What follows belongs to an exercise in optimizing a design on an open flow for small area, a short achievable clock period and few clock cycles per item; a production flow would make more cautious choices.
Function was checked by simulation only, so behaviour that the tests miss may differ from the original.

==> flow/design.v <==
module dmem_wait (
    input  logic        clk,
    input  logic        reset,
    input  logic        req,
    input  logic        we,
    input  logic [1:0]  size,
    input  logic        signed_ld,
    input  logic [31:0] addr,
    input  logic [31:0] wdata,
    output logic [31:0] rdata,
    output logic        ready,
    output logic        err,
    output logic [31:0] io_out
);
    logic [63:0][31:0] r_mem;
    logic [31:0]       r_io_out;
    logic [31:0]       r_cyc;
    logic [31:0]       r_rdata;
    logic              r_ready;
    logic              r_err;
    logic        w_io, w_err, w_byte, w_half, w_word, w_ld, w_st;
    logic [1:0]  a;
    logic [3:0]  w_lane;
    logic [63:0] w_dec;
    logic [31:0] w_wrep;
    logic [31:0] w_cyc_next;
    dmem_wait_dec u_dec (.a(addr[7:2]), .y(w_dec));
    always_comb begin
        a      = addr[1:0];
        w_io   = &addr[31:16];
        w_byte = (size == 2'd0);
        w_half = (size == 2'd1);
        w_word = (size == 2'd2);
        w_err  = (size == 2'd3) | (w_half & a[0]) | (w_word & (a != 2'd0)) | (w_io & ~w_word);
        w_ld   = ~we & ~w_err;
        w_st   = req & we & ~w_err;
        w_lane[0] = w_word | (w_half & ~a[1]) | (w_byte & (a == 2'd0));
        w_lane[1] = w_word | (w_half & ~a[1]) | (w_byte & (a == 2'd1));
        w_lane[2] = w_word | (w_half &  a[1]) | (w_byte & (a == 2'd2));
        w_lane[3] = w_word | (w_half &  a[1]) | (w_byte & (a == 2'd3));
        w_wrep[7:0]   = wdata[7:0];
        w_wrep[15:8]  = w_byte ? wdata[7:0] : wdata[15:8];
        w_wrep[23:16] = w_word ? wdata[23:16] : wdata[7:0];
        w_wrep[31:24] = w_word ? wdata[31:24] : (w_half ? wdata[15:8] : wdata[7:0]);
        w_cyc_next = r_cyc + 32'd1;
    end
    logic [3:0]       w_lane_we;
    logic [63:0][3:0] w_we;
    assign w_lane_we = {4{w_st & ~w_io}} & w_lane;
    dmem_wait_wdec u_wdec (.a(addr[7:2]), .lane(w_lane_we), .y(w_we));
    always_ff @(posedge clk) begin
        for (int i = 0; i < 64; i++) begin
            for (int k = 0; k < 4; k++) begin
                if (w_we[i][k]) begin
                    r_mem[i][8*k +: 8] <= w_wrep[8*k +: 8];
                end
            end
        end
    end
    logic [31:0] w_rd;
    logic [63:0] w_col [32];
    always_comb begin
        for (int j = 0; j < 32; j++) begin
            for (int i = 0; i < 64; i++) w_col[j][i] = r_mem[i][j];
        end
    end
    for (genvar j = 0; j < 32; j++) begin : g_rd
        dmem_wait_or64 u_or (.sel(w_dec), .d(w_col[j]), .y(w_rd[j]));
    end
    logic        w_mld, w_io_o, w_io_c;
    logic [3:0]  w_b, w_sb;
    logic [1:0]  w_h, w_sh;
    logic        w_w, w_sgn_b, w_sgn_h;
    logic [31:0] w_load;
    always_comb begin
        w_mld  = w_ld & ~w_io;
        w_io_o = w_ld & w_io & (addr[15:0] == 16'h0000);
        w_io_c = w_ld & w_io & (addr[15:0] == 16'h0004);
        w_b[0] = w_mld & (w_word | (w_half & ~a[1]) | (w_byte & (a == 2'd0)));
        w_b[1] = w_mld & w_byte & (a == 2'd1);
        w_b[2] = w_mld & ((w_half & a[1]) | (w_byte & (a == 2'd2)));
        w_b[3] = w_mld & w_byte & (a == 2'd3);
        w_h[0] = w_mld & (w_word | (w_half & ~a[1]));
        w_h[1] = w_mld & w_half & a[1];
        w_w    = w_mld & w_word;
        for (int k = 0; k < 4; k++) w_sb[k] = w_mld & signed_ld & w_byte & (a == 2'(k));
        w_sh[0] = w_mld & signed_ld & w_half & ~a[1];
        w_sh[1] = w_mld & signed_ld & w_half & a[1];
        w_sgn_b = (w_sb[0] & w_rd[7]) | (w_sb[1] & w_rd[15])
                | (w_sb[2] & w_rd[23]) | (w_sb[3] & w_rd[31]);
        w_sgn_h = (w_sh[0] & w_rd[15]) | (w_sh[1] & w_rd[31]);
        w_load[7:0]   = ({8{w_b[0]}} & w_rd[7:0])   | ({8{w_b[1]}} & w_rd[15:8])
                      | ({8{w_b[2]}} & w_rd[23:16]) | ({8{w_b[3]}} & w_rd[31:24]);
        w_load[15:8]  = ({8{w_h[0]}} & w_rd[15:8])  | ({8{w_h[1]}} & w_rd[31:24])
                      | {8{w_sgn_b}};
        w_load[31:16] = ({16{w_w}} & w_rd[31:16])   | {16{w_sgn_b | w_sgn_h}};
        w_load = w_load | ({32{w_io_o}} & r_io_out) | ({32{w_io_c}} & w_cyc_next);
    end
    always_ff @(posedge clk) begin
        r_rdata <= w_load;
        r_err   <= w_err;
    end
    always_ff @(posedge clk) begin
        if (reset) r_ready <= 1'b0;
        else       r_ready <= req;
    end
    always_ff @(posedge clk) begin
        if (reset) begin
            r_io_out <= '0;
        end else if (w_st & w_io & (addr[15:0] == 16'h0000)) begin
            r_io_out <= wdata;
        end
    end
    always_ff @(posedge clk) begin
        if (reset) r_cyc <= '0;
        else       r_cyc <= w_cyc_next;
    end
    assign rdata  = r_rdata;
    assign ready  = r_ready;
    assign err    = r_err;
    assign io_out = r_io_out;
endmodule
module dmem_wait_dec (
    input  logic [5:0]  a,
    output logic [63:0] y
);
    always_comb begin
        for (int i = 0; i < 64; i++) y[i] = (a == 6'(i));
    end
endmodule
module dmem_wait_wdec (
    input  logic [5:0]        a,
    input  logic [3:0]        lane,
    output logic [63:0][3:0]  y
);
    logic [7:0][3:0] hl_n;   
    logic [7:0]      lo_n;   
    always_comb begin
        for (int h = 0; h < 8; h++) begin
            for (int k = 0; k < 4; k++) hl_n[h][k] = ~((a[5:3] == 3'(h)) & lane[k]);
        end
        for (int l = 0; l < 8; l++) lo_n[l] = ~(a[2:0] == 3'(l));
    end
    for (genvar i = 0; i < 64; i++) begin : g_w
        for (genvar k = 0; k < 4; k++) begin : g_k
            dmem_wait_nor2 u_n (.a(hl_n[i/8][k]), .b(lo_n[i%8]), .y(y[i][k]));
        end
    end
endmodule
module dmem_wait_or64 (
    input  logic [63:0] sel,
    input  logic [63:0] d,
    output logic        y
);
    logic [21:0] t;    
    logic [5:0]  u;    
    logic [1:0]  v;    
    for (genvar g = 0; g < 21; g++) begin : g_t
        dmem_wait_aoi222 u_t (.a0(sel[3*g]),   .b0(d[3*g]),
                              .a1(sel[3*g+1]), .b1(d[3*g+1]),
                              .a2(sel[3*g+2]), .b2(d[3*g+2]), .y(t[g]));
    end
    dmem_wait_nand2 u_t21 (.a(sel[63]), .b(d[63]), .y(t[21]));
    for (genvar g = 0; g < 5; g++) begin : g_u
        dmem_wait_nand4 u_u (.a(t[4*g]), .b(t[4*g+1]), .c(t[4*g+2]), .d(t[4*g+3]), .y(u[g]));
    end
    dmem_wait_nand2 u_u5 (.a(t[20]), .b(t[21]), .y(u[5]));
    dmem_wait_nor3 u_v0 (.a(u[0]), .b(u[1]), .c(u[2]), .y(v[0]));
    dmem_wait_nor3 u_v1 (.a(u[3]), .b(u[4]), .c(u[5]), .y(v[1]));
    dmem_wait_nand2 u_y (.a(v[0]), .b(v[1]), .y(y));
endmodule
module dmem_wait_aoi222 (
    input  logic a0, b0, a1, b1, a2, b2,
    output logic y
);
    assign y = ~((a0 & b0) | (a1 & b1) | (a2 & b2));
endmodule
module dmem_wait_nand2 (
    input  logic a, b,
    output logic y
);
    assign y = ~(a & b);
endmodule
module dmem_wait_nand4 (
    input  logic a, b, c, d,
    output logic y
);
    assign y = ~(a & b & c & d);
endmodule
module dmem_wait_nor3 (
    input  logic a, b, c,
    output logic y
);
    assign y = ~(a | b | c);
endmodule
module dmem_wait_nor2 (
    input  logic a, b,
    output logic y
);
    assign y = ~(a | b);
endmodule
==> flow/run.sh <==
#!/bin/bash
# synth_recipe.tcl (not shown) runs the flow's synth.tcl, then flattens the netlist and writes it again
# the make line also repeats each setting of config.mk as NAME=value (left out here)
make -C /OpenROAD-flow-scripts/flow DESIGN_CONFIG=/design/flow/config.mk WORK_HOME=/design/flow/orfs CLKGATE_MAP_FILE= SYNTH_SCRIPT=/design/flow/synth_recipe.tcl finish
==> flow/config.mk <==
export PLATFORM = sky130hd
export DESIGN_NAME = dmem_wait
export DESIGN_NICKNAME = dmem_wait
export VERILOG_FILES = /design/flow/design.v
export SDC_FILE = /design/flow/constraint.sdc
export NUM_CORES = 4
export LEC_CHECK = 0
export CAP_MARGIN = 20
export CORE_MARGIN = 2
export CORE_UTILIZATION = 50
export SETUP_SLACK_MARGIN = 2.5
export SLEW_MARGIN = 20
export SYNTH_HIERARCHICAL = 1
export SYNTH_MINIMUM_KEEP_SIZE = 0
export TNS_END_PERCENT = 10
==> flow/constraint.sdc <==
create_clock -name core_clock -period 5.0 [get_ports {clk}]
set_input_delay 1.0000 -clock core_clock [delete_from_list [all_inputs] [get_ports {clk}]]
set_output_delay 1.0000 -clock core_clock [all_outputs]
set_load 0.01 [all_outputs]
==> flow_summary.ini <==
[cells_and_area]
nNetsFinal = 5058
fin_util_pct = 62.2
drive_gt1_share_pct = 26.2
synthToLayoutAreaGrowth_pct = 23.9

[logic_synthesis]
yosys-top-cells-count = edfxtp_1, a222oi_1, nor2_1, nand4_1, nand2_1
ys_ff_latch = 2146
synth.area.top_cells = edfxtp_1, a222oi_1, dfxtp_1
synth-async-reset-ratio_pct = 0
synth_area_leader_cell = edfxtp_1
synth-seq-area-share_pct = 82.3
synth_edf_count = 2048
synth_cell_types = 61
synth-warning-count = 11
syn-instance-count = 4047
syn_area_per_cell_um2 = 19.1
synthFlopType = edfxtp_1
syn-num-nets = 4119
syn_area_mm2 = 0.0771
synth_top_area_share_pct = 79.7
yosysMostFrequentCell = edfxtp_1

[die]
io_pins = 137
initial_core_util_pct = 50.2
die_w_um = 397
dieArea_mm2 = 0.157
die_h_um = 397
core_area_mm2 = 0.154
row_count = 144

[power]
p_per_area_mw_per_mm2 = 386
finalPower_mw = 36.9
sw_frac_of_total_pct = 22.0
switching_power_mw = 8.12
cellLeakagePower_nw = 30.9
comb_power_share_pct = 5.2
ir_drop_v = 0.000384
clkPwrFrac_pct = 41.0
p_seq_share_pct = 53.8
internal_power_mw = 28.8

[clocking]
htree_num_levels = 4
clock-root-buffer = clkbuf_16
clock_sink_count = 2146
cts_tree = built
clock_insertion_delay_worst_skew_ps = 860
cts_hold_buf = 0
clkSlewWorstSetupHoldPaths_ps = 60
numCtsBuffers = 208
clockBufferDepth = 3

[placed_design]
pre_cts_ws_ps = -183
port_buffers = 136
place.gp.congestion = 0.907
place_hpwl_um = 158000

[setup_path]
critical_path_class = in -> reg
cp.arrival_ps = 4300
critPathLaunchType = input pin
worstPathMaxFanout = 8
crit_path_end_kind = flop
required_ps = 5670

[drt]
detail_route.wirelength_um = 261000
drcViolationCount = 0
dr_total_vias = 49900
routed_via_density = 6.91
wl_per_cell_um = 36.1
initialDrtViolationCount = 10900
drt_first_pass_iters = 12
ant_nets = 0

[sta]
rsz0062_at_grt = true
hold-worst-slack_ps = 521
finalHoldViolCount = 0
worst_slack_ps = 1370
post-route-min-period_ps = 3630
setup_viol = 0
max_freq_mhz = 275
relSlewSlack_pct = 7.59
tightest_slew_ps = 1390
final_max_slew_viol_count = 0
fin_skew_ps = 35.7
layout_worst_path_cycle_share_pct = 72.6

[job]
cap_violations = 0

[min_path]
hp-class = reg -> reg

[grt]
grt_overflow = 0
antenna_found_initial = 13
grt_max_degree = 65
grt.total_usage_pct = 32.6
grt_pass1_vias = 46000
grt_pass1_wl_um = 358000

[run_status]
status = complete, no violations
[final cells by class]
| class | instances | area, µm² |
|---|---|---|
| Inverter | 8 | 30.0 |
| Clock buffer | 264 | 5480 |
| Clock inverter | 125 | 1080 |
| Fill cell | 10800 | 58100 |
| Sequential cell | 2146 | 63500 |
| Timing Repair Buffer | 757 | 7340 |
| Multi-Input combinational cell | 1865 | 15600 |
| Antenna cell | 7 | 17.5 |
| Tap cell | 2044 | 2560 |
[metrics by stage]
| stage | instances | area, µm² | setup TNS (ps) |
|---|---|---|---|
| floorplan | 4047 | 78200 | 0 |
| global placement | 6533 | 84600 | -1150 |
| detailed placement | 6533 | 84600 | -638 |
| CTS | 7148 | 94600 | 0 |
| global route | 7209 | 95600 | 0 |
| finish | 7216 | 95600 | 0 |
[power by group through the flow]
stage | logic (mW) | registers, mW | clock network, mW
6_report | 1.91 | 19.9 | 15.1
3_5_place_dp | 1.59 | 20.3 | 0
4_1_cts | 1.79 | 19.9 | 15.2
2_1_floorplan | 0.640 | 20.2 | 0
5_1_grt | 1.95 | 19.9 | 15.9
3_3_place_gp | 1.57 | 20.3 | 0
[logic make-up (layout without fill, tap and decap cells)]
logic type | after synthesis | after routing | share of synthesized area (%)
AOI/OAI and AO/OA | 797 | 797 | 9.78
buffers and inverters | 67 | 1154 | 0.394
muxes | 53 | 53 | 0.720
and+or+nand+nor | 956 | 987 | 6.51
other | 0 | 7 | 0
adders and majority gates | 1 | 1 | 0.0162
xor gates and xnor gates | 27 | 27 | 0.307
DFF | 2146 | 2146 | 82.3
[state kept, by name, summed over array words and instances (netlist names)]
name,flops
r_rdata,32
r_cyc,32
r_mem,2048
r_io_out,32
r_err,1
r_ready,1
[critical path: stages]
cell	delay, ps
buf_16	130
buf_12	140
buf_4	150
nand4bb_4	160
nor2_4	100
buf_4	200
a222oi_1	630
nand4_1	240
nor3_2	280
nand2_2	140
mux4_2	520
nand3_4	170
a2111oi_4	100
a211oi_2	230
o21ai_1	100
[Yosys stat by module, one instance, submodules excluded, excerpt]
module            area [µm²]  cells inside  flip-flops and latches  times used
dmem_wait              66500          2655                    2146           1
dmem_wait_aoi222        10.0             1                       0         672
dmem_wait_dec            465            95                       0           1
dmem_wait_nand2         3.75             1                       0          96
dmem_wait_nand4         6.26             1                       0         160
dmem_wait_nor2          3.75             1                       0         256
dmem_wait_nor3          10.0             1                       0          64
dmem_wait_wdec           423            49                       0           1
[per-layer routing]
layer  part of all wire [%]  GRT usage (%)  vias up
met5                  0.033              0        -
met4                    4.3           12.9       12
met3                     15           9.75      520
met2                     44           47.1     4008
met1                     37           46.6    25300
li1                       -              -    20000
[placed cells by master, fill, tap and decap left out, types with 27 or more instances in the layout]
| cell type | n |
|---|---|
| dfxtp_1 | 65 |
| nor2_1 | 248 |
| dlymetal6s2s_1 | 27 |
| nand2_1 | 129 |
| nor2_4 | 185 |
| nor3_2 | 50 |
| clkinv_2 | 44 |
| clkbuf_1 | 51 |
| buf_6 | 68 |
| clkinv_1 | 44 |
| buf_12 | 67 |
| clkdlybuf4s50_1 | 67 |
| nand4_1 | 178 |
| a222oi_1 | 672 |
| clkbuf_16 | 210 |
| edfxtp_1 | 2048 |
| mux2i_1 | 41 |
| buf_4 | 471 |
[worst paths after layout]
kind	start	end	slack (ps)	cells past startpoint
setup / recovery	addr[7]	r_rdata[13]$_DFF_P_	1370	15
hold / removal	r_cyc[0]$_SDFF_PP0_	r_cyc[0]$_SDFF_PP0_	520	1
setup reg to reg	r_mem[7]$_DFFE_PP_	r_rdata[13]$_DFF_P_	1750	9
hold reg to reg	r_cyc[0]$_SDFF_PP0_	r_cyc[0]$_SDFF_PP0_	520	1
[timing repair]
item	CTS	global route
pin swaps	163	96
gates resized for setup	299	225
setup buffers	189	56
endpoints found under the setup margin	3641	3155
gates cloned	37	4
Testbench counts, summed over its fixed seeds: cycles 24,000, items 12,000.

-- re-timing with driven ports --
In the flow no input, the clock included, has a driving cell. The finished layout below was timed again as built, in two steps. Step 1, drivers: a clkbuf_16 drives clk and a buf_2 each remaining input, both assumed. Step 2 times the ports against the registers' clock, not the clock port: input delays grow and output delays shrink by t, the midpoint of the rising clock arrivals with the driver on. Three values: ideal ports, drivers, drivers and shift; two values: the first two.
t, ns: 0.925
setup slack, ns: 1.369 / 1.289 / 0.363
worst register clock-pin slew, ns: 0.07 / 0.07
After both steps this run still meets setup and hold. For this run, drivers alone change the setup slack by -0.080 ns; drivers and shift together by -1.006 ns.
